This design comes from an exercise in tuning for small area, a short achievable clock period and few clock cycles per item on the open sky130 flow, not from production work.
The RTL was checked by simulation tests, not by an equivalence proof against the original design.

==> design.v <==
module rhc_final (
  input  logic [14:0] qs,
  input  logic [11:0] qh,
  input  logic [2:0]  k,
  input  logic [7:0]  mx,
  output logic [14:0] hue,
  output logic [14:0] sat,
  output logic [14:0] bri
);
  logic [27:0] pb;
  always_comb begin
    hue  = {7'(qh[11:8]) + 7'(k) * 7'd15, qh[7:0]};
    sat  = (mx != 8'd0) ? qs : 15'd0;
    pb   = 28'(mx) * 28'd822413;
    bri  = pb[27:13];
  end
endmodule
module rhc_div_cell (
  input  logic [7:0] r,
  input  logic       b,
  input  logic [7:0] den,
  output logic [7:0] r_n,
  output logic       q
);
  logic [9:0] t;
  always_comb begin
    t   = {1'b0, r, b} - {2'b00, den};
    q   = ~t[9];
    r_n = q ? t[7:0] : {r[6:0], b};
  end
endmodule
module rhc_div4_cell (
  input  logic [7:0] r,
  input  logic [1:0] b,
  input  logic [7:0] den,
  input  logic [9:0] den3,
  output logic [7:0] r_n,
  output logic [1:0] q
);
  logic [9:0]  r4;
  logic [10:0] t1, t2, t3;
  logic c1, c2, c3;
  always_comb begin
    r4 = {r, b};
    t1 = {1'b0, r4} - {3'b000, den};
    t2 = {1'b0, r4} - {2'b00, den, 1'b0};
    t3 = {1'b0, r4} - {1'b0, den3};
    c1 = ~t1[10];
    c2 = ~t2[10];
    c3 = ~t3[10];
    q  = {c2, c3 | (c1 & ~c2)};
    if (c3)      r_n = t3[7:0];
    else if (c2) r_n = t2[7:0];
    else if (c1) r_n = t1[7:0];
    else         r_n = r4[7:0];
  end
endmodule
module rhc_front (
  input  logic [7:0] r,
  input  logic [7:0] g,
  input  logic [7:0] b,
  output logic [7:0] d,
  output logic [7:0] dh,
  output logic [7:0] mx,
  output logic [7:0] np,
  output logic [2:0] k
);
  logic ge_rg, ge_rb, ge_gb, eq;
  logic [7:0] mn, md, na, nb;
  always_comb begin
    ge_rg = r >= g;
    ge_rb = r >= b;
    ge_gb = g >= b;
    eq = (r == g) && (g == b);
    if (ge_rg && ge_rb) begin         
      mx = r;
      if (ge_gb) begin md = g; mn = b; k = 3'd0; end
      else       begin md = b; mn = g; k = 3'd5; end
    end else if (ge_gb) begin         
      mx = g;
      if (!ge_rb) begin md = b; mn = r; k = 3'd2; end
      else        begin md = r; mn = b; k = 3'd1; end
    end else begin                    
      mx = b;
      if (ge_rg) begin md = r; mn = g; k = 3'd4; end
      else       begin md = g; mn = r; k = 3'd3; end
    end
    d  = mx - mn;
    na = k[0] ? mx : md;
    nb = k[0] ? md : mn;
    np = na - nb;
    dh = {d[7:1], d[0] | eq};
  end
endmodule
module rgb_to_hsv_converter_top (
  input  logic        clk,
  input  logic        rst,
  input  logic        in_valid,
  output logic        in_stall,
  input  logic [7:0]  red,
  input  logic [7:0]  green,
  input  logic [7:0]  blue,
  output logic        out_valid,
  input  logic        out_stall,
  output logic [14:0] hue,
  output logic [14:0] saturation,
  output logic [14:0] brightness
);
  wire adv = ~out_valid | ~out_stall;
  logic       skid_v;
  logic [7:0] sk_r, sk_g, sk_b;
  assign in_stall = skid_v;
  always_ff @(posedge clk) begin
    if (rst) skid_v <= 1'b0;
    else if (skid_v) skid_v <= ~adv;
    else skid_v <= ~adv & in_valid;
    if (!skid_v) begin sk_r <= red; sk_g <= green; sk_b <= blue; end
  end
  logic       v0;
  logic [7:0] r0, g0, b0;
  always_ff @(posedge clk) begin
    if (rst) v0 <= 1'b0;
    else if (adv) v0 <= skid_v | in_valid;
    if (adv) begin
      r0 <= skid_v ? sk_r : red;
      g0 <= skid_v ? sk_g : green;
      b0 <= skid_v ? sk_b : blue;
    end
  end
  wire [7:0] f1_d, f1_dh, f1_mx, f1_np; wire [2:0] f1_k;
  rhc_front f1 (.r(r0), .g(g0), .b(b0), .d(f1_d), .dh(f1_dh), .mx(f1_mx), .np(f1_np), .k(f1_k));
  logic v1;
  logic [7:0] p1_d;
  logic [0:0] p1_eq;
  logic [7:0] p1_mx;
  logic [7:0] p1_np;
  logic [2:0] p1_k;
  always_ff @(posedge clk) begin
    if (rst) v1 <= 1'b0;
    else if (adv) v1 <= v0;
    if (adv) begin
      p1_d <= f1_d;
      p1_eq <= f1_dh[0] ^ f1_d[0];
      p1_mx <= f1_mx;
      p1_np <= f1_np;
      p1_k <= f1_k;
    end
  end
  wire [14:0] f2_n = {p1_d, 6'd0} + {1'b0, p1_d, 5'd0} + {5'd0, p1_d, 2'd0};
  wire [9:0] f2_ts = {1'b0, p1_mx, 1'b0} + {2'b0, p1_mx};
  wire [7:0] f2_rs = f2_n[14:7]; wire [6:0] f2_bs = f2_n[6:0];
  wire [5:0] w3 = f2_bs[5:0];
  wire [7:0] st4_r; wire st4_q;
  rhc_div_cell st4 (.r(f2_rs), .b(f2_bs[6]), .den(p1_mx), .r_n(st4_r), .q(st4_q));
  wire [7:0] f5_dh = {p1_d[7:1], p1_d[0] | p1_eq};
  wire [11:0] f5_m = {p1_np, 4'd0} - {4'd0, p1_np};
  wire [9:0] f5_th = {1'b0, f5_dh, 1'b0} + {2'b0, f5_dh};
  wire [7:0] f5_rh = f5_m[11:4]; wire [3:0] f5_bh = f5_m[3:0];
  logic v2;
  logic [2:0] p2_k;
  logic [7:0] p2_rs;
  logic [5:0] p2_bs;
  logic [7:0] p2_Ds;
  logic [0:0] p2_qs;
  logic [7:0] p2_rh;
  logic [3:0] p2_bh;
  logic [7:0] p2_Dh;
  always_ff @(posedge clk) begin
    if (rst) v2 <= 1'b0;
    else if (adv) v2 <= v1;
    if (adv) begin
      p2_k <= p1_k;
      p2_rs <= st4_r;
      p2_bs <= w3;
      p2_Ds <= p1_mx;
      p2_qs <= st4_q;
      p2_rh <= f5_rh;
      p2_bh <= f5_bh;
      p2_Dh <= f5_dh;
    end
  end
  wire [4:0] w6 = p2_bs[4:0];
  wire [7:0] st7_r; wire st7_q;
  rhc_div_cell st7 (.r(p2_rs), .b(p2_bs[5]), .den(p2_Ds), .r_n(st7_r), .q(st7_q));
  wire [1:0] w8 = {p2_qs, st7_q};
  wire [3:0] w9 = w6[3:0];
  wire [7:0] st10_r; wire st10_q;
  rhc_div_cell st10 (.r(st7_r), .b(w6[4]), .den(p2_Ds), .r_n(st10_r), .q(st10_q));
  wire [2:0] w11 = {w8, st10_q};
  wire [2:0] w12 = p2_bh[2:0];
  wire [7:0] st13_r; wire st13_q;
  rhc_div_cell st13 (.r(p2_rh), .b(p2_bh[3]), .den(p2_Dh), .r_n(st13_r), .q(st13_q));
  wire [1:0] w14 = w12[1:0];
  wire [7:0] st15_r; wire st15_q;
  rhc_div_cell st15 (.r(st13_r), .b(w12[2]), .den(p2_Dh), .r_n(st15_r), .q(st15_q));
  wire [1:0] w16 = {st13_q, st15_q};
  logic v3;
  logic [2:0] p3_k;
  logic [7:0] p3_rs;
  logic [3:0] p3_bs;
  logic [7:0] p3_Ds;
  logic [2:0] p3_qs;
  logic [7:0] p3_rh;
  logic [1:0] p3_bh;
  logic [7:0] p3_Dh;
  logic [1:0] p3_qh;
  always_ff @(posedge clk) begin
    if (rst) v3 <= 1'b0;
    else if (adv) v3 <= v2;
    if (adv) begin
      p3_k <= p2_k;
      p3_rs <= st10_r;
      p3_bs <= w9;
      p3_Ds <= p2_Ds;
      p3_qs <= w11;
      p3_rh <= st15_r;
      p3_bh <= w14;
      p3_Dh <= p2_Dh;
      p3_qh <= w16;
    end
  end
  wire [2:0] w17 = p3_bs[2:0];
  wire [7:0] st18_r; wire st18_q;
  rhc_div_cell st18 (.r(p3_rs), .b(p3_bs[3]), .den(p3_Ds), .r_n(st18_r), .q(st18_q));
  wire [3:0] w19 = {p3_qs, st18_q};
  wire [1:0] w20 = w17[1:0];
  wire [7:0] st21_r; wire st21_q;
  rhc_div_cell st21 (.r(st18_r), .b(w17[2]), .den(p3_Ds), .r_n(st21_r), .q(st21_q));
  wire [4:0] w22 = {w19, st21_q};
  wire [0:0] w23 = p3_bh[0:0];
  wire [7:0] st24_r; wire st24_q;
  rhc_div_cell st24 (.r(p3_rh), .b(p3_bh[1]), .den(p3_Dh), .r_n(st24_r), .q(st24_q));
  wire [2:0] w25 = {p3_qh, st24_q};
  wire [7:0] st26_r; wire st26_q;
  rhc_div_cell st26 (.r(st24_r), .b(w23[0]), .den(p3_Dh), .r_n(st26_r), .q(st26_q));
  wire [3:0] w27 = {w25, st26_q};
  logic v4;
  logic [2:0] p4_k;
  logic [7:0] p4_rs;
  logic [1:0] p4_bs;
  logic [7:0] p4_Ds;
  logic [4:0] p4_qs;
  logic [7:0] p4_rh;
  logic [7:0] p4_Dh;
  logic [3:0] p4_qh;
  always_ff @(posedge clk) begin
    if (rst) v4 <= 1'b0;
    else if (adv) v4 <= v3;
    if (adv) begin
      p4_k <= p3_k;
      p4_rs <= st21_r;
      p4_bs <= w20;
      p4_Ds <= p3_Ds;
      p4_qs <= w22;
      p4_rh <= st26_r;
      p4_Dh <= p3_Dh;
      p4_qh <= w27;
    end
  end
  wire [0:0] w28 = p4_bs[0:0];
  wire [7:0] st29_r; wire st29_q;
  rhc_div_cell st29 (.r(p4_rs), .b(p4_bs[1]), .den(p4_Ds), .r_n(st29_r), .q(st29_q));
  wire [5:0] w30 = {p4_qs, st29_q};
  wire [7:0] st31_r; wire st31_q;
  rhc_div_cell st31 (.r(st29_r), .b(w28[0]), .den(p4_Ds), .r_n(st31_r), .q(st31_q));
  wire [6:0] w32 = {w30, st31_q};
  wire [7:0] st33_r; wire st33_q;
  rhc_div_cell st33 (.r(p4_rh), .b(1'b0), .den(p4_Dh), .r_n(st33_r), .q(st33_q));
  wire [4:0] w34 = {p4_qh, st33_q};
  wire [7:0] st35_r; wire st35_q;
  rhc_div_cell st35 (.r(st33_r), .b(1'b0), .den(p4_Dh), .r_n(st35_r), .q(st35_q));
  wire [5:0] w36 = {w34, st35_q};
  logic v5;
  logic [2:0] p5_k;
  logic [7:0] p5_rs;
  logic [7:0] p5_Ds;
  logic [6:0] p5_qs;
  logic [7:0] p5_rh;
  logic [7:0] p5_Dh;
  logic [5:0] p5_qh;
  always_ff @(posedge clk) begin
    if (rst) v5 <= 1'b0;
    else if (adv) v5 <= v4;
    if (adv) begin
      p5_k <= p4_k;
      p5_rs <= st31_r;
      p5_Ds <= p4_Ds;
      p5_qs <= w32;
      p5_rh <= st35_r;
      p5_Dh <= p4_Dh;
      p5_qh <= w36;
    end
  end
  wire [7:0] st37_r; wire st37_q;
  rhc_div_cell st37 (.r(p5_rs), .b(1'b0), .den(p5_Ds), .r_n(st37_r), .q(st37_q));
  wire [7:0] w38 = {p5_qs, st37_q};
  wire [7:0] st39_r; wire st39_q;
  rhc_div_cell st39 (.r(st37_r), .b(1'b0), .den(p5_Ds), .r_n(st39_r), .q(st39_q));
  wire [8:0] w40 = {w38, st39_q};
  wire [7:0] st41_r; wire st41_q;
  rhc_div_cell st41 (.r(p5_rh), .b(1'b0), .den(p5_Dh), .r_n(st41_r), .q(st41_q));
  wire [6:0] w42 = {p5_qh, st41_q};
  wire [7:0] st43_r; wire st43_q;
  rhc_div_cell st43 (.r(st41_r), .b(1'b0), .den(p5_Dh), .r_n(st43_r), .q(st43_q));
  wire [7:0] w44 = {w42, st43_q};
  logic v6;
  logic [2:0] p6_k;
  logic [7:0] p6_rs;
  logic [7:0] p6_Ds;
  logic [8:0] p6_qs;
  logic [7:0] p6_rh;
  logic [7:0] p6_Dh;
  logic [7:0] p6_qh;
  always_ff @(posedge clk) begin
    if (rst) v6 <= 1'b0;
    else if (adv) v6 <= v5;
    if (adv) begin
      p6_k <= p5_k;
      p6_rs <= st39_r;
      p6_Ds <= p5_Ds;
      p6_qs <= w40;
      p6_rh <= st43_r;
      p6_Dh <= p5_Dh;
      p6_qh <= w44;
    end
  end
  wire [7:0] st45_r; wire st45_q;
  rhc_div_cell st45 (.r(p6_rs), .b(1'b0), .den(p6_Ds), .r_n(st45_r), .q(st45_q));
  wire [9:0] w46 = {p6_qs, st45_q};
  wire [7:0] st47_r; wire st47_q;
  rhc_div_cell st47 (.r(st45_r), .b(1'b0), .den(p6_Ds), .r_n(st47_r), .q(st47_q));
  wire [10:0] w48 = {w46, st47_q};
  wire [7:0] st49_r; wire st49_q;
  rhc_div_cell st49 (.r(p6_rh), .b(1'b0), .den(p6_Dh), .r_n(st49_r), .q(st49_q));
  wire [8:0] w50 = {p6_qh, st49_q};
  wire [7:0] st51_r; wire st51_q;
  rhc_div_cell st51 (.r(st49_r), .b(1'b0), .den(p6_Dh), .r_n(st51_r), .q(st51_q));
  wire [9:0] w52 = {w50, st51_q};
  logic v7;
  logic [2:0] p7_k;
  logic [7:0] p7_rs;
  logic [7:0] p7_Ds;
  logic [10:0] p7_qs;
  logic [7:0] p7_rh;
  logic [7:0] p7_Dh;
  logic [9:0] p7_qh;
  always_ff @(posedge clk) begin
    if (rst) v7 <= 1'b0;
    else if (adv) v7 <= v6;
    if (adv) begin
      p7_k <= p6_k;
      p7_rs <= st47_r;
      p7_Ds <= p6_Ds;
      p7_qs <= w48;
      p7_rh <= st51_r;
      p7_Dh <= p6_Dh;
      p7_qh <= w52;
    end
  end
  wire [7:0] st53_r; wire st53_q;
  rhc_div_cell st53 (.r(p7_rs), .b(1'b0), .den(p7_Ds), .r_n(st53_r), .q(st53_q));
  wire [11:0] w54 = {p7_qs, st53_q};
  wire [7:0] st55_r; wire st55_q;
  rhc_div_cell st55 (.r(st53_r), .b(1'b0), .den(p7_Ds), .r_n(st55_r), .q(st55_q));
  wire [12:0] w56 = {w54, st55_q};
  wire [7:0] st57_r; wire st57_q;
  rhc_div_cell st57 (.r(p7_rh), .b(1'b0), .den(p7_Dh), .r_n(st57_r), .q(st57_q));
  wire [10:0] w58 = {p7_qh, st57_q};
  wire [7:0] st59_r; wire st59_q;
  rhc_div_cell st59 (.r(st57_r), .b(1'b0), .den(p7_Dh), .r_n(st59_r), .q(st59_q));
  wire [11:0] w60 = {w58, st59_q};
  logic v8;
  logic [2:0] p8_k;
  logic [7:0] p8_rs;
  logic [7:0] p8_Ds;
  logic [12:0] p8_qs;
  logic [11:0] p8_qh;
  always_ff @(posedge clk) begin
    if (rst) v8 <= 1'b0;
    else if (adv) v8 <= v7;
    if (adv) begin
      p8_k <= p7_k;
      p8_rs <= st55_r;
      p8_Ds <= p7_Ds;
      p8_qs <= w56;
      p8_qh <= w60;
    end
  end
  wire [7:0] st61_r; wire st61_q;
  rhc_div_cell st61 (.r(p8_rs), .b(1'b0), .den(p8_Ds), .r_n(st61_r), .q(st61_q));
  wire [13:0] w62 = {p8_qs, st61_q};
  wire [7:0] st63_r; wire st63_q;
  rhc_div_cell st63 (.r(st61_r), .b(1'b0), .den(p8_Ds), .r_n(st63_r), .q(st63_q));
  wire [14:0] w64 = {w62, st63_q};
  logic v9;
  logic [2:0] p9_k;
  logic [7:0] p9_Ds;
  logic [14:0] p9_qs;
  logic [11:0] p9_qh;
  always_ff @(posedge clk) begin
    if (rst) v9 <= 1'b0;
    else if (adv) v9 <= v8;
    if (adv) begin
      p9_k <= p8_k;
      p9_Ds <= p8_Ds;
      p9_qs <= w64;
      p9_qh <= p8_qh;
    end
  end
  wire [14:0] fin65_h, fin65_s, fin65_v;
  rhc_final fin65 (.qs(p9_qs), .qh(p9_qh), .k(p9_k), .mx(p9_Ds), .hue(fin65_h), .sat(fin65_s), .bri(fin65_v));
  always_ff @(posedge clk) begin
    if (rst) out_valid <= 1'b0;
    else if (adv) out_valid <= v9;
    if (adv) begin
      hue        <= fin65_h;
      saturation <= fin65_s;
      brightness <= fin65_v;
    end
  end
endmodule
==> flow/run.sh <==
#!/bin/bash
set -euo pipefail
bash standard.sh SETUP_SLACK_MARGIN=9.8 \
  "BUFFER_PORTS_ARGS=-buffer_cell sky130_fd_sc_hd__buf_2" \
  "CTS_ARGS=-sink_clustering_enable -repair_clock_nets -dont_use_dummy_load -buf_list sky130_fd_sc_hd__clkbuf_16 -sink_clustering_size 30" \
  finish > make_finish.log 2>&1
==> standard.sh <==
#!/bin/bash
# synth_recipe.tcl (not shown) runs the flow's synth.tcl, then flattens the netlist and writes it again
# the make line also repeats each setting of config.mk as NAME=value (left out here)
make -C /OpenROAD-flow-scripts/flow DESIGN_CONFIG=/design/flow/config.mk WORK_HOME=/design/flow/orfs CLKGATE_MAP_FILE= SYNTH_SCRIPT=/design/flow/synth_recipe.tcl "${@:-finish}"
==> config.mk <==
export PLATFORM = sky130hd
export DESIGN_NAME = rgb_to_hsv_converter_top
export DESIGN_NICKNAME = rgb_to_hsv_converter_top
export VERILOG_FILES = /design/flow/design.v
export SDC_FILE = /design/flow/constraint.sdc
export NUM_CORES = 4
export LEC_CHECK = 0
export ABC_AREA = 1
export CAP_MARGIN = 20
export CORE_MARGIN = 2
export CORE_UTILIZATION = 40
export SLEW_MARGIN = 20
==> constraint.sdc <==
create_clock -name core_clock -period 14.0 [get_ports {clk}]
set_input_delay 2.8000 -clock core_clock [delete_from_list [all_inputs] [get_ports {clk}]]
set_output_delay 2.8000 -clock core_clock [all_outputs]
set_load 0.01 [all_outputs]
==> results of run 1 <==
cells by family (layout without fill, tap and decap cells):
kind of cell | Yosys count | count (layout) | share of synthesized area (%)
xor gates and xnor gates | 175 | 175 | 5.00
and+or+nand+nor | 980 | 982 | 14.1
muxes | 26 | 26 | 0.956
buffers and inverters | 446 | 538 | 6.01
AOI/OAI and AO/OA | 539 | 539 | 9.90
DFF | 500 | 500 | 47.8
adders and majority gates | 369 | 369 | 16.2
worst max-delay path by stage:
stage / endpoint / from / cells past startpoint / slack, ps
3_3_place_gp: brightness[13] / out_stall / 4 / 8280
5_1_grt: p1_np[6] / b0[5] / 21 / 9790
6_report: out_valid / out_valid / 1 / 9880
2_1_floorplan: b0[0] / out_stall / 2 / 9550
4_1_cts: out_valid / out_valid / 1 / 9820
3_5_place_dp: brightness[12] / out_stall / 4 / 8230
registers in the layout (all words and copies together) (netlist names), 9 cells and up:
signal and flops:
saturation 15, p9_qs 15, brightness 15, p7_qs 11
p6_qs 9, p8_qs 13, p8_qh 12, hue 15
p7_qh 10, p9_qh 12
per-layer routing:
layer / vias to the layer above / track usage [%] / share of wire (%) / routed length (um)
met5: - / 0 / 0 / 0
met4: 0 / 4.69 / 2.7 / 1540
li1: 10600 / - / - / -
met1: 9345 / 17.6 / 45 / 25200
met2: 256 / 26.4 / 49 / 28000
met3: 88 / 2.17 / 3.3 / 1890
cell usage in the layout, fill, tap and decap left out, types with 6 or more instances in the layout:
cell type / Yosys / routed
ha_1: 325 / 325
clkbuf_16: 0 / 54
or2_2: 13 / 13
nand2_2: 24 / 24
nand2_1: 617 / 614
nor2_1: 130 / 130
inv_2: 42 / 41
a21oi_1: 229 / 229
nor3_1: 19 / 19
a21oi_4: 6 / 6
edfxtp_1: 464 / 464
o211ai_1: 24 / 24
nor2_4: 6 / 7
a21o_1: 6 / 6
dfxtp_1: 36 / 35
nand3b_2: 6 / 6
o21ai_0: 123 / 122
inv_1: 359 / 359
mux2_2: 26 / 26
buf_2: 13 / 74
nor2_8: 6 / 6
nand2_4: 7 / 9
xor2_1: 83 / 83
a31oi_1: 7 / 7
a21oi_2: 8 / 8
o21bai_1: 14 / 14
xnor2_1: 92 / 92
o21ai_1: 87 / 88
nand3_1: 100 / 100
nor3_2: 7 / 7
o21ai_2: 13 / 13
nand4_1: 27 / 27
fa_1: 44 / 44
final cells by class:
cell class                      instances  area (um^2)
Multi-Input combinational cell       2091        14200
Clock buffer                           54         1350
Sequential cell                       500        14700
Tap cell                              978         1220
Inverter                              403         1520
Fill cell                            7169        42400
Timing Repair Buffer                   81          489
repair_timing:
item / CTS / global route
hold buffers: 0 / 0
endpoints found under the setup margin: 286 / 156
setup buffers: 1 / 0
pin swaps: 1 / 1
gates resized for setup: 17 / 13
cloned: 1 / 1
==> notes.md, run 1 <==
* Netlist cell types at 56
* CTS Root Cell: clkbuf_16
* Synth Instances at 3,035
* FF-to-FF End: brightness[12]
* Final Util at 44.1%
* R2R setup slack at 10,040 ps
* Area contributors post-synth: edfxtp_1 (45%), ha_1 (13%), nand2_1 (7.6%)
* CTS max path bufs at 3
* Final Non-Filler Cells at 4,107
* Startpoint types: flip-flop
* Critical-path cell list: buf_2
* Total congestion overflow at 0
* Hold Vio Cnt, Final at 0
* Area after DPL at 0.0320 mm^2
* Pins over their slew limit at 0
* Total number of vias at 20,200
* Worst Hold Class: flip-flop to flip-flop
* #FFs+latches synth at 500
* Area grow syn2layout at 9.26%
* Remaining routing DRC violations at 0
* CTS tree: done
* Cell area after synthesis at 0.0306 mm^2
* Hold Path Sink: hue[7]
* Worst skew pair latency at 620 ps
* Net count, final at around 3,500
* Crit-path max FO at 3
* Syn_area_per_cell at 10.1 um^2
* Hpwl dp at 42,600 um
* Worst path bufs/invs at 1
* Period utilization at between 20% and 30%
* Reg2Reg Depth at 13
* Most frequent cell after synthesis: nand2_1
* Final ANT Viol Nets at 0
* Synth async-reset ratio at 0%
* Largest net degree at the start of global routing at slightly above 80
* CP top delay family: flip-flops
* Post-synth top area share at between 40% and 50%
* Seq/Total Area, Yosys at 47.8%
* Die width at 281 um
* CTS Buf Count at 54
* Cell area after layout at 0.0335 mm^2
* Hold wc startpoint: p9_qh[7]
* CP peak stage delay at 560 ps
* Slew @ Worst Pin at 825 ps
* I/O pin count at 75
* Via density at 4.93
* Fmax at 242 MHz
* Synth Net Count at 3,432
* Initial antenna violation count at 0
* Share of cells above drive strength 1 at between 10 and 15%
* Max-cap violations at 0
* Placement Setup Slack at ~8200 ps
* Yosys warnings at 4
* Status: complete, no violations
* Die area at 0.0788 mm^2
* Crit. End Element: output port
* Number of diodes at 0
* Reg2reg start: p9_Ds[3]
* WS Path Type: flip-flop to output port
* Placed cells at 4,050
* Die H at 281 um
* Hold slack final at 379 ps
* Vias in the first global route at 19,600
* Setup WS post-layout at between 9000 and 10,000 ps
* Worst hold stages at 0
* TNS Setup at 0 ps
* Clk slew on worst S/H paths at 50 ps
* Req. time, crit path at around 11,000 ps
* Top_reg_cell synth: edfxtp_1
* Core Area at 0.0758 mm^2
* RSZ-0062 raised after global routing: false
* WP data arrival at between 1000 and 1500 ps
* GPL Wtd Cong at 0.836
* Drt wl/cell at 13.8 um
* Commonest cells in the netlist: nand2_1 (617), edfxtp_1 (464), inv_1 (359), ha_1 (325), a21oi_1 (229)
* Port Buffers at 74
* Rel. slew slack at 45.0%
* Num rows at 101
* GR Util All Layers at 14.6%
* First DRT Iteration DRCs at 1,061
* Cell type of the slowest stage on the worst timing path: dfxtp_1
* EDFF count, synth at 464
* Detailed Route WL at 56,600 um
* First-pass GRT wire length at 94,400 um
* Initial core utilization at 40.4%
* Final setup vio count at 0
* Crit path time final at 4120 ps
* # clock sinks at 500
* Pre-Repair DR Iteration Count at 5
* H-tree depth at 2
* Layout Skew at a little over 70 ps
* Biggest area consumer among synthesized cells: edfxtp_1
Testbench counts, summed over its fixed seeds: cycles 12,066, items 12,000.
==> run 2: changes to the inputs <==
--- a/config.mk
+++ b/config.mk
@@ -8,5 +8,5 @@
 export ABC_AREA = 1
 export CAP_MARGIN = 20
 export CORE_MARGIN = 2
-export CORE_UTILIZATION = 40
+export CORE_UTILIZATION = 60
 export SLEW_MARGIN = 20
==> run 2 against run 1 <==
Still clean. Utilization rose by 22 points. Global-route usage rose by 8.4 points. Setup slack improved by 2.0 ps. Count of clock-buffer cells in the layout shrank 2. Synthesized cell count stayed put. Highest routed layer unchanged.
==> notes.md, run 2 <==
* Core Area at 0.0503 mm^2
* Largest net degree at the start of global routing at 86
* Vias in the first global route at roughly 21,000
* Cell type of the slowest stage on the worst timing path: dfxtp_1
* Initial core utilization at 60.9%
* Synth async-reset ratio at 0%
* CTS Root Cell: clkbuf_16
* Period utilization at 29.4%
* Pins over their slew limit at 0
* Max-cap violations at 0
* WP data arrival at 1320 ps
* Rel. slew slack at 51.1%
* Hold slack final at ~420 ps
* Fmax at 243 MHz
* Most frequent cell after synthesis: nand2_1
* CP peak stage delay at 540 ps
* Remaining routing DRC violations at 0
* Filler cell count in the final layout at slightly below 4,000
* Syn_area_per_cell at 10.1 um^2
* Slew @ Worst Pin at 734 ps
* Initial antenna violation count at 0
* Area grow syn2layout at 7.90%
* H-tree depth at 2
* Reg area at approximately 0.015 mm^2
* Post-synth top area share at ~45%
* Seq/Total Area, Yosys at 47.8%
* Cell area after synthesis at 0.0306 mm^2
* Total number of vias at about 21,000
* Synth Net Count at between 3,000 and 4,000
* Crit-path max FO at 3
* CP top delay family: flip-flops
* Clk slew on worst S/H paths at 60 ps
* GPL Wtd Cong at 0.909
* Commonest cells in the netlist: nand2_1 (617), edfxtp_1 (464), inv_1 (359), ha_1 (325), a21oi_1 (229)
* Die width at 230 um
* Total congestion overflow at 0
* Final setup vio count at 0
* Multi-input gate area at 0.0142 mm^2
* Num rows at 82
* Net count, final at 3,527
* Biggest area consumer among synthesized cells: edfxtp_1
* EDFF count, synth at 464
* Detailed Route WL at 59,400 um
* Area contributors post-synth: edfxtp_1 (45%), ha_1 (13%), nand2_1 (7.6%)
* Yosys warnings at 4
* GR Util All Layers at 22.9%
* CTS max path bufs at 3
* Hold Vio Cnt, Final at 0
* Via density at 5.44
* Layout Skew at 51.1 ps
* Crit. End Element: output port
* Worst path bufs/invs at 1
* Top_reg_cell synth: edfxtp_1
* Hpwl dp at 45,000 um
* CTS tree: done
* Pre-Repair DR Iteration Count at 5
* Drt wl/cell at about 16 um
* WS Path Type: flip-flop to output port
* Share of cells above drive strength 1 at 10.1%
* Startpoint types: flip-flop
* Final ANT Viol Nets at 0
* Leading cell types in the layout, fill and taps excluded: nand2_1 (612), edfxtp_1 (464), inv_1 (359)
* Synth Instances at 3,035
* Number of diodes at 0
* Critical-path cell list: buf_2
* #FFs+latches synth at 500
* RSZ-0062 raised after global routing: false
* First-pass GRT wire length at 98,700 um
* I/O pin count at 75
* # clock sinks at 500
* Worst skew pair latency at 600 ps
* Status: complete, no violations
* TNS Setup at 0 ps
* Port Buffers at 74
* First DRT Iteration DRCs at 1,197
* Req. time, crit path at 11,200 ps
* Netlist cell types at 56
* Crit path time final at 4120 ps
* Die H at ~230 um
* CTS Buf Count at 52
* Die area at 0.0529 mm^2
* Worst Hold Class: flip-flop to flip-flop
* Most common cell after layout, fill and taps aside: nand2_1
==> run 2: path summary, 6_finish.rpt <==
kind	slack, ps	cells past startpoint	end	from
setup / recovery	9880	1	out_valid	out_valid
hold / removal	420	0	p8_k[1]	p7_k[1]
setup reg to reg	10090	12	brightness[12]	p9_Ds[6]
hold reg to reg	420	0	p8_k[1]	p7_k[1]
==> run 2: cell families (layout without fill, tap and decap cells) <==
| family | Yosys count | count (layout) | share of synthesized area [%] |
|---|---|---|---|
| mux | 26 | 26 | 0.956 |
| fa+ha+maj | 369 | 369 | 16.2 |
| simple gates | 980 | 983 | 14.1 |
| flops | 500 | 500 | 47.8 |
| buf+inv | 446 | 536 | 6.01 |
| xor+xnor | 175 | 175 | 5.00 |
| compound gates | 539 | 539 | 9.90 |
==> run 2: through the flow <==
stage	worst slack, ps	util [%]	cell area, um^2	cells
floorplan	9550	-	30700	3035
global placement	8250	62.8	31600	3745
detailed placement	8180	62.8	31600	3745
CTS	9800	65.6	33000	3798
global route	9810	65.7	33000	3800
finish	9880	65.7	33000	3800
==> run 2: metal layers <==
metal | vias to the layer above | share of wire, % | track usage [%]
met4 | 0 | 3.0 | 8.29
met2 | 374 | 51 | 41.5
met1 | 9622 | 43 | 27.8
met5 | - | 0 | 0
li1 | 10600 | - | -
met3 | 117 | 3.4 | 3.13
==> run 2: area by class of cell <==
class	instances	area share [%]
inverter	403	4.59
multi-input combinational	2092	43.1
tap	672	2.54
timing repair buffer	81	1.47
clock buffer	52	3.94
sequential	500	44.3
==> run 2: timing repair <==
item | in CTS | in global routing
cloned | 1 | 2
buffers inserted | 0 | 0
endpoints found under the hold margin | 0 | 0
pin swaps | 1 | 2
setup endpoints to repair | 188 | 146
gates resized for setup | 14 | 17
hold buffers | 0 | 0
==> run 3: changes to the inputs <==
--- a/design.v
+++ b/design.v
@@ -392,26 +392,11 @@
   wire [7:0] st63_r; wire st63_q;
   rhc_div_cell st63 (.r(st61_r), .b(1'b0), .den(p8_Ds), .r_n(st63_r), .q(st63_q));
   wire [14:0] w64 = {w62, st63_q};
-  logic v9;
-  logic [2:0] p9_k;
-  logic [7:0] p9_Ds;
-  logic [14:0] p9_qs;
-  logic [11:0] p9_qh;
-  always_ff @(posedge clk) begin
-    if (rst) v9 <= 1'b0;
-    else if (adv) v9 <= v8;
-    if (adv) begin
-      p9_k <= p8_k;
-      p9_Ds <= p8_Ds;
-      p9_qs <= w64;
-      p9_qh <= p8_qh;
-    end
-  end
   wire [14:0] fin65_h, fin65_s, fin65_v;
-  rhc_final fin65 (.qs(p9_qs), .qh(p9_qh), .k(p9_k), .mx(p9_Ds), .hue(fin65_h), .sat(fin65_s), .bri(fin65_v));
+  rhc_final fin65 (.qs(w64), .qh(p8_qh), .k(p8_k), .mx(p8_Ds), .hue(fin65_h), .sat(fin65_s), .bri(fin65_v));
   always_ff @(posedge clk) begin
     if (rst) out_valid <= 1'b0;
-    else if (adv) out_valid <= v9;
+    else if (adv) out_valid <= v8;
     if (adv) begin
       hue        <= fin65_h;
       saturation <= fin65_s;
==> flow/run.sh (replaced) <==
#!/bin/bash
set -euo pipefail
bash standard.sh SETUP_SLACK_MARGIN=10.0 \
  "BUFFER_PORTS_ARGS=-buffer_cell sky130_fd_sc_hd__buf_2" \
  "CTS_ARGS=-sink_clustering_enable -repair_clock_nets -dont_use_dummy_load -buf_list sky130_fd_sc_hd__clkbuf_16 -sink_clustering_size 30" \
  finish > make_finish.log 2>&1
==> run 3 against run 2 <==
Fmax up 3.1%. Utilization up 0.43 points. Sequential share of layout area down 2.7 points. Register-to-register slack about the same.
==> notes.md, run 3 <==
* First DRT Iteration DRCs at 1,168
* Initial antenna violation count at 0
* Number of diodes at 0
* Largest net degree at the start of global routing at 92
* Critical-path cell list: buf_2
* # clock sinks at 461
* Worst hold stages at 0
* EDFF count, synth at ~430
* Status: complete, no violations
* Startpoint types: flip-flop
* Num rows at 81
* Cell area after synthesis at 0.0297 mm^2
* Syn_area_per_cell at 9.97 um^2
* Detailed Route WL at 60,200 um
* Area grow syn2layout at 9.01%
* Commonest cells in the netlist: nand2_1 (626), edfxtp_1 (426), inv_1 (379), ha_1 (326), a21oi_1 (214)
* CTS Buf Count at 50
* Worst path depth at 1
* Worst Hold Class: flip-flop to flip-flop
* CTS max path bufs at 3
* RSZ-0062 raised after global routing: true
* Worst skew pair latency at 580 ps
* Netlist cell types at 60
* Synth Instances at approximately 3,000
* Filler cell count in the final layout at 3,881
* Max-cap violations at 0
* Pre-Repair DR Iteration Count at 6
* Core Area at 0.0490 mm^2
* Slew @ Worst Pin at just under 800 ps
* Req. time, crit path at 11,200 ps
* Seq/Total Area, Yosys at 45.4%
* Top flop regs: brightness: 15 flops, hue: 15 flops, saturation: 15 flops
* Yosys warnings at 4
* Net count, final at 3,500
* Hold Vio Cnt, Final at 0
* Crit-path max FO at 3
* Clk slew on worst S/H paths at 70 ps
* First-pass GRT wire length at between 90,000 and 100,000 um
* Period utilization at between 20% and 30%
* Most frequent cell after synthesis: nand2_1
* H-tree depth at 2
* Cell area after layout at approximately 0.032 mm^2
* CP top delay family: flip-flops
* Multi-input gate area at 0.0145 mm^2
* Final setup vio count at 0
* Drt wl/cell at 16.0 um
* GPL Wtd Cong at 0.920
* Vias in the first global route at 20,500
* CTS Root Cell: clkbuf_16
* Die width at 227 um
* GR Util All Layers at 24.1%
* Crit path time final at 4000 ps
* Hpwl dp at 44,800 um
* CP peak stage delay at 450 ps
* Die area at 0.0513 mm^2
* Cell type of the slowest stage on the worst timing path: dfxtp_2
* Synth async-reset ratio at 0%
* CTS tree: done
* Via density at roughly 5.4
* WS Path Type: flip-flop to output port
* WP data arrival at 1200 ps
* Layout Skew at just over 40 ps
* Remaining routing DRC violations at 0
* Initial core utilization at 60.7%
* Worst path bufs/invs at 1
* Leading cell types in the layout, fill and taps excluded: nand2_1 (618), edfxtp_1 (426), inv_1 (375)
* Area contributors post-synth: edfxtp_1 (43%), ha_1 (14%), nand2_1 (7.9%)
* Fmax at ~250 MHz
* Synth Net Count at 3,377
* Total number of vias at 20,400
* Reg2Reg Depth at 14
* R2R setup slack at 10,080 ps
* Area after DPL at slightly above 0.03 mm^2
* Top_reg_cell synth: edfxtp_1
* TNS Setup at 0 ps
* Port Buffers at 74
* Biggest area consumer among synthesized cells: edfxtp_1
* Post-synth top area share at 43.1%
* Final ANT Viol Nets at 0
* Total congestion overflow at 0
* Most common cell after layout, fill and taps aside: nand2_1
* #FFs+latches synth at 461
* Share of cells above drive strength 1 at 13.1%
* Rel. slew slack at between 40% and 50%
* Pins over their slew limit at 0
* Reg area at between 0.01 and 0.015 mm^2
* Crit. End Element: output port
* I/O pin count at 75
* Die H at 227 um
==> run 3: cell count changes in the layout (fill, tap and decap cells not counted), moves of 22 or more <==
cell,delta
a21oi_1,-23
buf_4,+22
o21ai_0,-23
o21ai_2,+33
edfxtp_1,-38
xor2_1,+23
==> run 3: worst paths after layout <==
| path | start | to |
|---|---|---|
| worst max-delay path | out_valid | out_valid |
| worst min register to register | p3_qh[1] | p4_qh[3] |
| worst min-delay path | p3_qh[1] | p4_qh[3] |
| worst max register to register | p8_Ds[5] | brightness[8] |
==> run 3: stage by stage <==
step	worst slack [ps]	std cells	util [%]	hold slack, ps
floorplan	9630	2979	-	400
global placement	8270	3682	62.6	400
detailed placement	8220	3682	62.6	405
CTS	9960	3746	65.6	403
global route	9940	3764	66.2	412
finish	10000	3764	66.2	412
==> run 3: cells by family (layout without fill, tap and decap cells) <==
kind of cell | Yosys count | count (layout) | share of synthesized area [%]
compound gates | 521 | 522 | 10.3
buf+inv | 456 | 572 | 6.48
fa+ha+maj | 370 | 370 | 16.7
xor+xnor | 182 | 182 | 5.44
flops | 461 | 461 | 45.4
mux | 25 | 25 | 0.947
simple gates | 964 | 968 | 14.7
==> run 3: cell type report <==
class / instances / area share, %
Timing Repair Buffer: 105 / 2.26
Tap cell: 664 / 2.56
Multi-Input combinational cell: 2067 / 44.8
Sequential cell: 461 / 41.7
Clock buffer: 50 / 3.86
Inverter: 417 / 4.88
==> run 3: per-layer routing <==
metal  GRT usage [%]  vias up  share of wire (%)
li1                -    10400                  -
met1            28.2     9590                 42
met2            45.1      368                 52
met3            2.62      113                3.3
met4            9.21        0                3.3
met5               0        -                  0
==> run 3: repair_timing <==
action                                  in CTS  in global routing
gates cloned                                 5                  3
endpoints found under the setup margin     360                190
resized for setup                           21                 40
hold buffers                                 0                  0
hold endpoints to repair                     0                  0
pin swaps                                    2                  9
buffers inserted                             9                 15
Testbench counts of run 3, summed over its fixed seeds: cycles 12,060, items 12,000.
==> run 4: changes to the inputs <==
==> flow/run.sh (replaced) <==
#!/bin/bash
set -euo pipefail
bash standard.sh SETUP_SLACK_MARGIN=9.8 \
  "BUFFER_PORTS_ARGS=-buffer_cell sky130_fd_sc_hd__buf_2" \
  "CTS_ARGS=-sink_clustering_enable -repair_clock_nets -dont_use_dummy_load -buf_list sky130_fd_sc_hd__clkbuf_16 -sink_clustering_size 30" \
  finish > make_finish.log 2>&1
==> run 4 against run 3 <==
Via count fell by 0.49%. Fmax fell by 3.0%. Setup slack got worse by 120 ps. Utilization fell by 0.53 points. Cell count fell by 0.43%. Register-to-register slack got worse by 50 ps. Critical path depth rose by 1. Non-clock buffer count fell by 12. Critical path type unchanged. Largest cell class unchanged.
==> notes.md, run 4 <==
* Commonest cells in the netlist: nand2_1 (626), edfxtp_1 (426), inv_1 (379), ha_1 (326), a21oi_1 (214)
* Core Area at ~0.049 mm^2
* Area grow syn2layout at 8.14%
* Slew @ Worst Pin at about 770 ps
* GPL Wtd Cong at 0.915
* Reg2Reg Depth at 14
* Max-cap violations at 0
* WS Path Type: flip-flop to output port
* Post-synth top area share at between 40% and 50%
* Via density at 5.42
* Final ANT Viol Nets at 0
* Number of diodes at 0
* Critical Path Sink: in_stall
* Largest net degree at the start of global routing at 90
* #FFs+latches synth at roughly 460
* Port Buffers at 74
* WP data arrival at approximately 1300 ps
* Total number of vias at 20,300
* Clk slew on worst S/H paths at 60 ps
* Biggest area consumer among synthesized cells: edfxtp_1
* Net count, final at approximately 3,500
* I/O pin count at 75
* Top flop regs: brightness: 15 flops, hue: 15 flops, saturation: 15 flops
* Die area at around 0.051 mm^2
* Final Util at 65.6%
* Crit-path max FO at 26
* Cell area after layout at 0.0321 mm^2
* Total congestion overflow at 0
* Rel. slew slack at approximately half
* Initial core utilization at 60.7%
* First DRT Iteration DRCs at about 1,200
* RSZ-0062 raised after global routing: false
* Syn_area_per_cell at approximately 10 um^2
* Synth Instances at 2,979
* R2R setup slack at 10,030 ps
* Final setup vio count at 0
* FF-to-FF End: brightness[8]
* Layout Skew at 45.0 ps
* GR Util All Layers at between 20% and 30%
* Hold Vio Cnt, Final at 0
* Die H at 227 um
* Synth async-reset ratio at 0%
* Crit path time final at approximately 4000 ps
* Fmax at 243 MHz
* Cell area after synthesis at slightly below 0.03 mm^2
* CP peak stage delay at roughly 340 ps
* Period utilization at between 20 and 30%
* CTS Root Cell: clkbuf_16
* Placement Setup Slack at 8400 ps
* First-pass GRT wire length at 96,800 um
* Leading cell types in the layout, fill and taps excluded: nand2_1 (619), edfxtp_1 (426), inv_1 (376)
* Yosys warnings at 4
* Share of cells above drive strength 1 at between 10% and 20%
* Seq/Total Area, Yosys at 45.4%
* Status: complete, no violations
* Most frequent cell after synthesis: nand2_1
* Worst skew pair latency at just under 600 ps
* Pins over their slew limit at 0
* EDFF count, synth at 426
* # clock sinks at around 460
* Detailed Route WL at 58,200 um
* Hpwl dp at approximately 45,000 um
* Num rows at between 80 and 90
* Synth Net Count at 3,377
* Pre-Repair DR Iteration Count at 5
* TNS Setup at 0 ps
* Crit. End Element: output port
* CTS max path bufs at 3
* Remaining routing DRC violations at 0
* Setup WS post-layout at 9880 ps
* CTS Buf Count at 50
* Drt wl/cell at about 16 um
* CTS tree: done
* Netlist cell types at 60
* Startpoint types: flip-flop
* Most common cell after layout, fill and taps aside: nand2_1
* H-tree depth at 2
* Reg2reg start: p8_Ds[2]
* Die width at about 230 um
* Req. time, crit path at 11,200 ps
* Worst Hold Class: flip-flop to flip-flop
* Initial antenna violation count at 0
* Area after DPL at 0.0306 mm^2
* Critical-path cell list: buf_8 -> buf_2
* Vias in the first global route at 20,500
* Top_reg_cell synth: edfxtp_1
* Cell type of the slowest stage on the worst timing path: dfxtp_1
* Area contributors post-synth: edfxtp_1 (43%), ha_1 (14%), nand2_1 (7.9%)
* Worst Setup SP: skid_v
run 4: area by class of cell:
cell class	instances	area, um^2
multi-input combinational	2063	14400
sequential	461	13500
tap	664	831
fill	3907	16800
inverter	417	1580
timing repair buffer	93	571
clock buffer	50	1250
run 4: worst min path at each step:
| stage | from | end | slack [ps] | cells past startpoint |
|---|---|---|---|---|
| 4_1_cts | p7_qh[1] | p8_qh[3] | 410 | 0 |
| 6_report | p7_qh[1] | p8_qh[3] | 410 | 0 |
| 5_1_grt | p6_qh[7] | p7_qh[9] | 420 | 0 |
| 3_3_place_gp | p6_qh[2] | p7_qh[4] | 400 | 0 |
| 3_5_place_dp | p3_qh[1] | p4_qh[3] | 400 | 0 |
| 2_1_floorplan | p8_qh[0] | hue[0] | 400 | 0 |
run 4: critical path: cells and delay by family, from the launching register on:
family	cells	cell delay (ps)
buffers and inverters	2	400
flip-flops	1	340
run 4: cells by family after synthesis:
kind of cell	count (synthesis)	share of synthesized area, %
AOI/OAI and AO/OA	521	10.3
xor gates and xnor gates	182	5.44
adders and majority gates	370	16.7
buffers and inverters	456	6.48
DFF	461	45.4
muxes	25	0.947
and+or+nand+nor	964	14.7
run 4: stage by stage:
stage	cells	hold slack [ps]
6_report	3748	411
5_1_grt	3748	421
4_1_cts	3734	410
3_5_place_dp	3684	405
3_3_place_gp	3684	401
2_1_floorplan	2979	400
run 4: layer usage:
metal | wire length (um) | GRT usage [%]
met5 | 0 | 0
met4 | 1870 | 8.34
met3 | 2010 | 2.73
met2 | 29800 | 43.5
met1 | 24600 | 27.8
run 4: what timing repair did:
item                                   4_1_cts  5_1_grt
gates cloned                                 0        1
pin swaps                                    0        2
buffers inserted                             0       13
setup endpoints to repair                  172      188
hold buffers                                 0        0
endpoints found under the hold margin        0        0
resized for setup                           14       29
==> run 5: changes to the inputs <==
==> flow/run.sh (replaced) <==
#!/bin/bash
set -euo pipefail
bash standard.sh SETUP_SLACK_MARGIN=10.0 \
  "BUFFER_PORTS_ARGS=-buffer_cell sky130_fd_sc_hd__buf_2" \
  "CTS_ARGS=-sink_clustering_enable -repair_clock_nets -dont_use_dummy_load -buf_list sky130_fd_sc_hd__clkbuf_16 -sink_clustering_size 30 -sink_clustering_max_diameter 200" \
  finish > make_finish.log 2>&1
==> run 5 against run 4 <==
Global-route usage rose by 0.25 points. First-iteration DRC count fell by 3.6%. Flip-flop and latch count did not move. Clock skew fell by 3.3 ps. Highest routed layer unchanged.
==> notes.md, run 5 <==
* Top flop regs: brightness: 15 flops, hue: 15 flops, saturation: 15 flops
* Initial core utilization at roughly three fifths
* Crit. End Element: output port
* Worst Hold Class: flip-flop to flip-flop
* Critical-path cell list: buf_2
* Area grow syn2layout at 6.85%
* WP data arrival at 1230 ps
* Status: complete, no violations
* Synth async-reset ratio at 0%
* Synth Instances at 2,979
* Remaining routing DRC violations at 0
* Die width at between 200 and 250 um
* Cell area after layout at 0.0317 mm^2
* Port Buffers at 74
* # clock sinks at 461
* Syn_area_per_cell at roughly 10 um^2
* Cell area after synthesis at around 0.03 mm^2
* First DRT Iteration DRCs at 1,190
* CTS max path bufs at 3
* Vias in the first global route at slightly above 20,000
* Core Area at 0.0490 mm^2
* Clk slew on worst S/H paths at 110 ps
* Num rows at 81
* Hpwl dp at about 45,000 um
* Pre-Repair DR Iteration Count at 5
* CTS Root Cell: clkbuf_16
* #FFs+latches synth at 461
* Detailed Route WL at 60,300 um
* Max-cap violations at 0
* GR Util All Layers at between 20% and 30%
* Most common cell after layout, fill and taps aside: nand2_1
* Hold Buf Count CTS at 0
* Die area at 0.0513 mm^2
* GPL Wtd Cong at 0.920
* Most frequent cell after synthesis: nand2_1
* Layout Skew at about 42 ps
* R2R setup slack at 10,200 ps
* Share of cells above drive strength 1 at 12.8%
* Die H at 227 um
* RSZ-0062 raised after global routing: true
* Drt wl/cell at 16.1 um
* Post-synth top area share at 43.1%
* Final ANT Viol Nets at 0
* Rel. slew slack at 45.8%
* First-pass GRT wire length at 97,800 um
* Yosys warnings at 4
* Total number of vias at about 20,000
* CTS tree: done
* Biggest area consumer among synthesized cells: edfxtp_1
* I/O pin count at 75
* Net count, final at 3,482
* Seq/Total Area, Yosys at 45.4%
* Area contributors post-synth: edfxtp_1 (43%), ha_1 (14%), nand2_1 (7.9%)
* Commonest cells in the netlist: nand2_1 (626), edfxtp_1 (426), inv_1 (379), ha_1 (326), a21oi_1 (214)
* Area after DPL at between 0.03 and 0.04 mm^2
* Synth Net Count at 3,377
* Startpoint types: flip-flop
* CTS Buf Count at 19
* Crit path time final at 4030 ps
* Hold Vio Cnt, Final at 0
* Leading cell types in the layout, fill and taps excluded: nand2_1 (617), edfxtp_1 (426), inv_1 (373)
* Via density at between 5 and 6
* Final setup vio count at 0
* CP top delay family: flip-flops
* Req. time, crit path at 11,200 ps
* Top_reg_cell synth: edfxtp_1
* Worst path bufs/invs at 1
* Slew @ Worst Pin at just over 800 ps
* Netlist cell types at 60
* Worst skew pair latency at 570 ps
* Cell type of the slowest stage on the worst timing path: dfxtp_4
* Fmax at 248 MHz
* Largest net degree at the start of global routing at 92
* Pins over their slew limit at 0
* H-tree depth at 1
* Initial antenna violation count at 0
* Period utilization at 28.8%
* EDFF count, synth at 426
* Number of diodes at 0
* Total congestion overflow at 0
* CP peak stage delay at 490 ps
* WS Path Type: flip-flop to output port
* TNS Setup at 0 ps
* Crit-path max FO at 4
[run 5: cell counts after synthesis]
No cell type changed its count.
[run 5: what timing repair did]
action	CTS	global route
endpoints found under the setup margin	363	203
pin swaps	2	13
gates resized for setup	22	48
buffers inserted	10	25
gates cloned	5	5
[run 5: cells by family after synthesis]
kind of cell,count (synthesis),synth area share (%)
flip-flops,461,45.4
AND/OR/NAND/NOR,964,14.7
adder cells (fa/ha/maj),370,16.7
AO/OA/AOI/OAI,521,10.3
multiplexers,25,0.947
XOR/XNOR,182,5.44
buffers and inverters,456,6.48
[run 5: path summary, 6_finish.rpt]
kind,to,depth (start not counted),from
max reg2reg,brightness[8],13,p8_Ds[4]
max,out_valid,1,out_valid
min,p6_qs[5],0,p5_qs[3]
min reg2reg,p6_qs[5],0,p5_qs[3]
[run 5: layout make-up]
class	count	area, um^2
Timing Repair Buffer	116	820
Clock buffer	19	475
Inverter	417	1580
Fill cell	3960	17200
Tap cell	664	831
Sequential cell	461	13500
Multi-Input combinational cell	2069	14500
[run 5: layer usage]
layer | up-vias | share of wire, % | wire (um) | GRT usage, %
met5 | - | 0 | 0 | 0
met4 | 0 | 2.9 | 1740 | 6.77
met3 | 103 | 2.6 | 1550 | 2.00
met2 | 339 | 52 | 31300 | 45.1
met1 | 9588 | 43 | 25700 | 28.4
li1 | 10300 | - | - | -
[run 5: metrics by stage]
stage,utilization (%),cells,hold WS [ps],setup WS [ps]
2_1_floorplan,-,2979,400,9630
5_1_grt,64.9,3746,436,9930
3_5_place_dp,62.6,3682,405,8220
4_1_cts,64.1,3716,427,10000
6_report,64.9,3746,429,9970
3_3_place_gp,62.6,3682,400,8270
==> run 6: changes to the inputs <==
--- a/design.v
+++ b/design.v
@@ -7,12 +7,20 @@
   output logic [14:0] sat,
   output logic [14:0] bri
 );
-  logic [27:0] pb;
+  localparam logic [21*16-1:0] TA = {16'hf800, 16'h07c0, 16'he738, 16'h96b4, 16'hcc66, 16'hd5aa, 16'h78f0, 16'h64cc, 16'h52aa, 16'h07c0, 16'he738, 16'h96b4, 16'hcc66, 16'hd5aa, 16'h78f0, 16'h64cc, 16'h52aa, 16'h07c0, 16'he738, 16'h96b4, 16'hcc66};
+  localparam logic [17*16-1:0] TB = {16'hf800, 16'h07c0, 16'he738, 16'h96b4, 16'hcc66, 16'hd5aa, 16'h78f0, 16'h64cc, 16'h52aa, 16'h07c0, 16'he738, 16'hd6b4, 16'h8ce6, 16'h952a, 16'h3878, 16'h3666, 16'had55};
+  logic [15:0] ha, hb;
+  logic [20:0] ta, tsum;
+  logic [16:0] tb;
   always_comb begin
+    ha = 16'd1 << mx[7:4];
+    hb = 16'd1 << mx[3:0];
+    for (int i = 0; i < 21; i++) ta[i] = |(ha & TA[i*16 +: 16]);
+    for (int i = 0; i < 17; i++) tb[i] = |(hb & TB[i*16 +: 16]);
+    tsum = ta + 21'(tb);
+    bri  = tsum[20:6];
     hue  = {7'(qh[11:8]) + 7'(k) * 7'd15, qh[7:0]};
     sat  = (mx != 8'd0) ? qs : 15'd0;
-    pb   = 28'(mx) * 28'd822413;
-    bri  = pb[27:13];
   end
 endmodule
 module rhc_div_cell (
==> flow/run.sh (replaced) <==
#!/bin/bash
set -euo pipefail
bash standard.sh SETUP_SLACK_MARGIN=10.0 \
  "BUFFER_PORTS_ARGS=-buffer_cell sky130_fd_sc_hd__buf_2" \
  "CTS_ARGS=-sink_clustering_enable -repair_clock_nets -dont_use_dummy_load -buf_list sky130_fd_sc_hd__clkbuf_16 -sink_clustering_size 22 -sink_clustering_max_diameter 150" \
  finish > make_finish.log 2>&1
==> run 6 against run 5 <==
Critical path depth increased by 2. Register-to-register slack improved by 20 ps. Clock skew increased by 6.8 ps. Utilization increased by 0.22 points. First-iteration DRC count decreased by 8.7%. Largest cell class is now sequential cells. Highest routed layer unchanged.
==> notes.md, run 6 <==
* Busiest layer in global routing: met2
* Netlist cell types at 56
* Main combinational cell family by area after synthesis: adder cells
* Final setup vio count at 0
* Layout Skew at 48.5 ps
* I/O pin count at 75
* Pins over their slew limit at 0
* Share of cells above drive strength 1 at 10.8%
* Synth async-reset ratio at 0%
* Setup WS post-layout at 9940 ps
* Startpoint types: input port
* Syn_area_per_cell at 9.89 um^2
* Req. time, crit path at 14,210 ps
* Placement Setup Slack at 9120 ps
* Area contributors post-synth: edfxtp_1 (45%), ha_1 (12%), nand2_1 (6.9%)
* Crit-path max FO at 109
* Net count, final at about 3,300
* Reg area at 0.0135 mm^2
* Mux contribution to synthesized area at 1.15%
* Simple-gate share of the synthesized area at 13.1%
* Die area at 0.0490 mm^2
* Met3 Use GR at about 2.1%
* Vias in the first global route at 19,700
* H-tree depth at 1
* First DRT Iteration DRCs at 1,086
* Clk slew on worst S/H paths at approximately 100 ps
* Commonest cells in the netlist: nand2_1 (519), edfxtp_1 (426), inv_1 (367), ha_1 (279), a21oi_1 (247)
* Cell area after synthesis at 0.0283 mm^2
* Seq/Total Area, Yosys at 47.6%
* RSZ-0062 raised after global routing: true
* Initial antenna violation count at 0
* Xor and xnor area share after synthesis at 5.84%
* CTS Root Cell: clkbuf_16
* Met1 usage at between 20 and 30%
* Adder-Cell Fraction of Synth Area at 14.4%
* Port Buffers at 74
* Drt wl/cell at approximately 16 um
* Biggest area consumer among synthesized cells: edfxtp_1
* Final Util at between 60 and 70%
* Rel. slew slack at 41.7%
* Filler cell count in the final layout at 3,701
* Slew @ Worst Pin at 875 ps
* Hold Vio Cnt, Final at 0
* GR Util All Layers at 23.0%
* WP data arrival at 4280 ps
* Final Non-Filler Cells at 3,559
* Crit. End Element: flip-flop
* Top_reg_cell synth: edfxtp_1
* Leading cell types in the layout, fill and taps excluded: nand2_1 (509), edfxtp_1 (426), inv_1 (362)
* Worst skew pair latency at 600 ps
* Status: complete, no violations
* Met2 usage at 42.9%
* CTS Buf Count at 24
* GPL Wtd Cong at 0.939
* Placed cells at 3,505
* Hpwl dp at 42,600 um
* Via density at 5.54
* Core Area at 0.0466 mm^2
* WS Path Type: input port to flip-flop
* Initial core utilization at 60.9%
* Synth Net Count at 3,201
* Most common cell after layout, fill and taps aside: nand2_1
* Pre-Repair DR Iteration Count at 5
* Final ANT Viol Nets at 0
* First-pass GRT wire length at 93,700 um
* Number of diodes at 0
* Synth Instances at 2,864
* Crit path time final at between 4000 and 5000 ps
* Top flop regs: brightness: 15 flops, hue: 15 flops, saturation: 15 flops
* TNS Setup at 0 ps
* Die width at 221 um
* Most frequent cell after synthesis: nand2_1
* Area grow syn2layout at 6.92%
* Yosys warnings at 4
* Detailed Route WL at 56,300 um
* Multi-input gate area at roughly 0.013 mm^2
* #FFs+latches synth at 461
* # clock sinks at 461
* Total congestion overflow at 0
* Compound-cell area share of the yosys netlist at 11.6%
* Post-synth top area share at 45.2%
* Max-cap violations at 0
* Fmax at 246 MHz
* EDFF count, synth at 426
* Largest net degree at the start of global routing at 110
* CTS max path bufs at 3
* CTS tree: done
* Worst Hold Class: flip-flop to flip-flop
* Total number of vias at between 15,000 and 20,000
* Die H at 221 um
* Period utilization at just under 30%
* Remaining routing DRC violations at 0
* Num rows at 79
run 6: worst paths after layout:
kind	cells after the start	end	slack, ps	from
worst max-delay path	3	p3_Dh[2]	9940	out_stall
worst min-delay path	0	p5_qs[3]	400	p4_qs[1]
worst max register to register	22	p1_np[7]	10220	g0[3]
worst min register to register	0	p5_qs[3]	400	p4_qs[1]
run 6: per-layer routing:
layer	share of wire [%]	vias to the layer above	wire length, um
li1	-	9977	-
met1	42	9295	23500
met2	53	339	29600
met3	3.0	91	1690
met4	2.6	0	1450
met5	0	-	0
run 6: timing repair:
| item | CTS | global route |
|---|---|---|
| gates cloned | 2 | 1 |
| setup buffers | 5 | 22 |
| resized for setup | 14 | 36 |
| hold buffers | 0 | 0 |
| endpoints found under the setup margin | 349 | 313 |
| pin swaps | 1 | 5 |
run 6: cell type report:
type	instances	area share [%]
clock buffer	24	1.98
multi-input combinational	1967	43.7
inverter	395	4.96
tap	607	2.51
sequential	461	44.6
timing repair buffer	105	2.27
run 6: metrics by stage:
stage	hold WS [ps]	cell area, um^2
2_1_floorplan	400	28400
3_3_place_gp	401	29200
3_5_place_dp	405	29200
4_1_cts	401	30000
5_1_grt	422	30300
6_report	404	30300
run 6: logic make-up (layout without fill, tap and decap cells):
kind of cell | after synthesis | count (layout)
xor+xnor | 189 | 189
mux | 29 | 29
flops | 461 | 461
buf+inv | 438 | 524
fa+ha+maj | 309 | 309
compound gates | 580 | 580
simple gates | 858 | 860
run 6: critical path, stage by stage:
cell	delay, ps
buf_2	130
nand2_8	560
bufbuf_16	640
Testbench counts of run 6, summed over its fixed seeds: cycles 12,060, items 12,000.
==> run 7: changes to the inputs <==
==> flow/run.sh (replaced) <==
#!/bin/bash
set -euo pipefail
bash standard.sh SETUP_SLACK_MARGIN=10.2 \
  "BUFFER_PORTS_ARGS=-buffer_cell sky130_fd_sc_hd__buf_2" \
  "CTS_ARGS=-sink_clustering_enable -repair_clock_nets -dont_use_dummy_load -buf_list sky130_fd_sc_hd__clkbuf_16 -sink_clustering_size 30" \
  finish > make_finish.log 2>&1
==> run 7 against run 6 <==
Die area did not move. Cell count increased by 1.6%. Setup slack gained 140 ps. Via count grew 2.4%. First-iteration DRC count increased by 14%. Utilization up 2.7 points. Global-route usage increased by 0.64 points.
==> notes.md, run 7 <==
* Area grow syn2layout at 11.3%
* Cell area after synthesis at 0.0283 mm^2
* Rel. slew slack at 55.1%
* Clk slew on worst S/H paths at 50 ps
* Top_reg_cell synth: edfxtp_1
* Hold Buf Count CTS at 0
* Most frequent cell after synthesis: nand2_1
* Req. time, crit path at 11,200 ps
* Pins over their slew limit at 0
* CP top delay family: flip-flops
* WP data arrival at approximately 1100 ps
* Crit. End Element: output port
* Fmax at approximately 250 MHz
* Startpoint types: flip-flop
* Initial core utilization at 60.9%
* CTS Buf Count at 50
* Hold slack final at 396 ps
* First-pass GRT wire length at 95,500 um
* Post-synth top area share at a little under half
* Worst Setup SP: saturation[3]
* TNS Setup at 0 ps
* CTS tree: done
* Reg2reg start: g0[2]
* GPL Wtd Cong at 0.939
* Final setup vio count at 0
* Synth Instances at 2,864
* Reg2Reg Depth at 17
* Port Buffers at 74
* Hpwl dp at between 40,000 and 50,000 um
* Slew @ Worst Pin at 672 ps
* Hold wc startpoint: p4_qs[1]
* H-tree depth at 2
* Most common cell after layout, fill and taps aside: nand2_1
* Total number of vias at 20,200
* Total congestion overflow at 0
* Worst path depth at 1
* Metal-1 WL at between 20,000 and 25,000 um
* RSZ-0062 raised after global routing: true
* Crit path time final at a little under 4000 ps
* Top Layer Used: met4
* Remaining routing DRC violations at 0
* Top flop regs: brightness: 15 flops, hue: 15 flops, saturation: 15 flops
* CP peak stage delay at 380 ps
* Synth Net Count at 3,201
* Max-cap violations at 0
* Setup WS post-layout at 10,080 ps
* Worst hold stages at 0
* Share of cells above drive strength 1 at 14.1%
* Synth async-reset ratio at 0%
* Final ANT Viol Nets at 0
* Commonest cells in the netlist: nand2_1 (519), edfxtp_1 (426), inv_1 (367), ha_1 (279), a21oi_1 (247)
* Num rows at 79
* EDFF count, synth at about 430
* Detailed Route WL at 58,600 um
* Leading cell types in the layout, fill and taps excluded: nand2_1 (500), edfxtp_1 (426), inv_1 (353)
* I/O pin count at 75
* First DRT Iteration DRCs at 1,235
* Number of diodes at 0
* Yosys warnings at 4
* Cell type of the slowest stage on the worst timing path: edfxtp_1
* Biggest area consumer among synthesized cells: edfxtp_1
* Die area at a little under 0.05 mm^2
* Largest net degree at the start of global routing at 94
* Met3 WL post-DR at 1890 um
* Layout Skew at 32.9 ps
* #FFs+latches synth at 461
* # clock sinks at 461
* Period utilization at 28.0%
* Pre-Repair DR Iteration Count at 6
* Status: complete, no violations
* Netlist cell types at 56
* Worst path bufs/invs at 1
* Hold Vio Cnt, Final at 0
* Worst Hold Class: flip-flop to flip-flop
* Placement Setup Slack at 9120 ps
* Seq/Total Area, Yosys at 47.6%
* Net count, final at 3,348
* CTS max path bufs at 3
* Routed wl met2 at 30,900 um
* Drt wl/cell at 16.2 um
* Die width at about 220 um
* Via density at 5.58
* Worst skew pair latency at 590 ps
* Critical-path cell list: buf_2
* Area contributors post-synth: edfxtp_1 (45%), ha_1 (12%), nand2_1 (6.9%)
* Initial antenna violation count at 0
* CTS Root Cell: clkbuf_16
* Die H at 221 um
* GR Util All Layers at 23.6%
* Vias in the first global route at a little over 20,000
* Core Area at 0.0466 mm^2
* WS Path Type: flip-flop to output port
* Crit-path max FO at 1
* Syn_area_per_cell at 9.89 um^2
==> run 7: cell counts after synthesis <==
No cell type changed its count.
==> run 7: cell type report <==
class	instances	area (um^2)
timing repair inverter	2	12.5
multi-input combinational	1972	13600
tap	607	759
clock buffer	50	1250
sequential	461	13500
timing repair buffer	129	903
inverter	395	1520
fill	3537	15000
==> run 7: layer usage <==
metal  GRT usage [%]  up-vias
met5               0        -
met4            9.11        0
met3            2.82      131
met2            43.5      375
met1            28.1     9554
li1                -    10100
==> run 7: through the flow <==
stage	instance area, um^2	cells	util (%)
2_1_floorplan	28400	2864	-
3_3_place_gp	29200	3505	62.8
3_5_place_dp	29200	3505	62.8
4_1_cts	30800	3569	66.1
5_1_grt	31500	3616	67.8
6_report	31500	3616	67.8
==> run 7: final timing paths <==
kind | end | slack (ps)
worst min register to register | p5_qs[3] | 400
worst max register to register | p1_d[7] | 10280
worst min-delay path | p5_qs[3] | 400
worst max-delay path | saturation[3] | 10080
==> run 7: cells by family after synthesis <==
family          synth area share, %
buf+inv                        6.26
flops                          47.6
simple gates                   13.1
fa+ha+maj                      14.4
xor+xnor                       5.84
compound gates                 11.6
mux                            1.15
==> run 7: timing repair <==
action                                  CTS  global route
setup buffers                            10            41
gates cloned                              4             6
gates resized for setup                  40           100
endpoints found under the setup margin  434           238
pin swaps                                 4            34

==> static timing again, ports no longer ideal <==
No port has a modelled driver above. Below, the same layouts with a new extraction and two added sets of constraints. Step 1: set_driving_cell puts a clkbuf_16 on clk and a buf_2 on each other input, an assumption about the parent block. Step 2 moves the port delays by t, midway between the first and last clock arrival at a register: inputs arrive t later, outputs are due t later. That takes back most of the time a late clock gives input paths. Slacks: no drivers / after step 1 / after step 2; pairs: no drivers / after step 1.
run	t, ns	setup WS [ns]	hold WS [ns]	worst setup path after step 2	latest minus earliest clock arrival (ns)
run 1	0.647	9.876 / 9.813 / 9.381	0.379 / 0.379 / 0.379	input to register	0.077 / 0.077
run 2	0.641	9.878 / 9.818 / 9.354	0.415 / 0.415 / 0.415	input to register	0.057 / 0.057
run 3	0.623	10.002 / 9.945 / 9.437	0.412 / 0.412 / 0.412	input to register	0.045 / 0.045
run 4	0.625	9.880 / 9.818 / 9.371	0.411 / 0.411 / 0.411	input to register	0.049 / 0.049
run 5	0.607	9.970 / 9.908 / 9.499	0.429 / 0.429 / 0.429	input to register	0.043 / 0.043
run 6	0.627	9.938 / 9.976 / 9.349	0.404 / 0.404 / 0.404	input to register	0.056 / 0.057
run 7	0.637	10.076 / 10.016 / 9.704	0.396 / 0.396 / 0.396	input to register	0.037 / 0.037
After both steps every run listed still meets setup and hold. The setup slack of run 6, which loses most, moves by +0.038 ns with the drivers and by -0.589 ns with both steps.
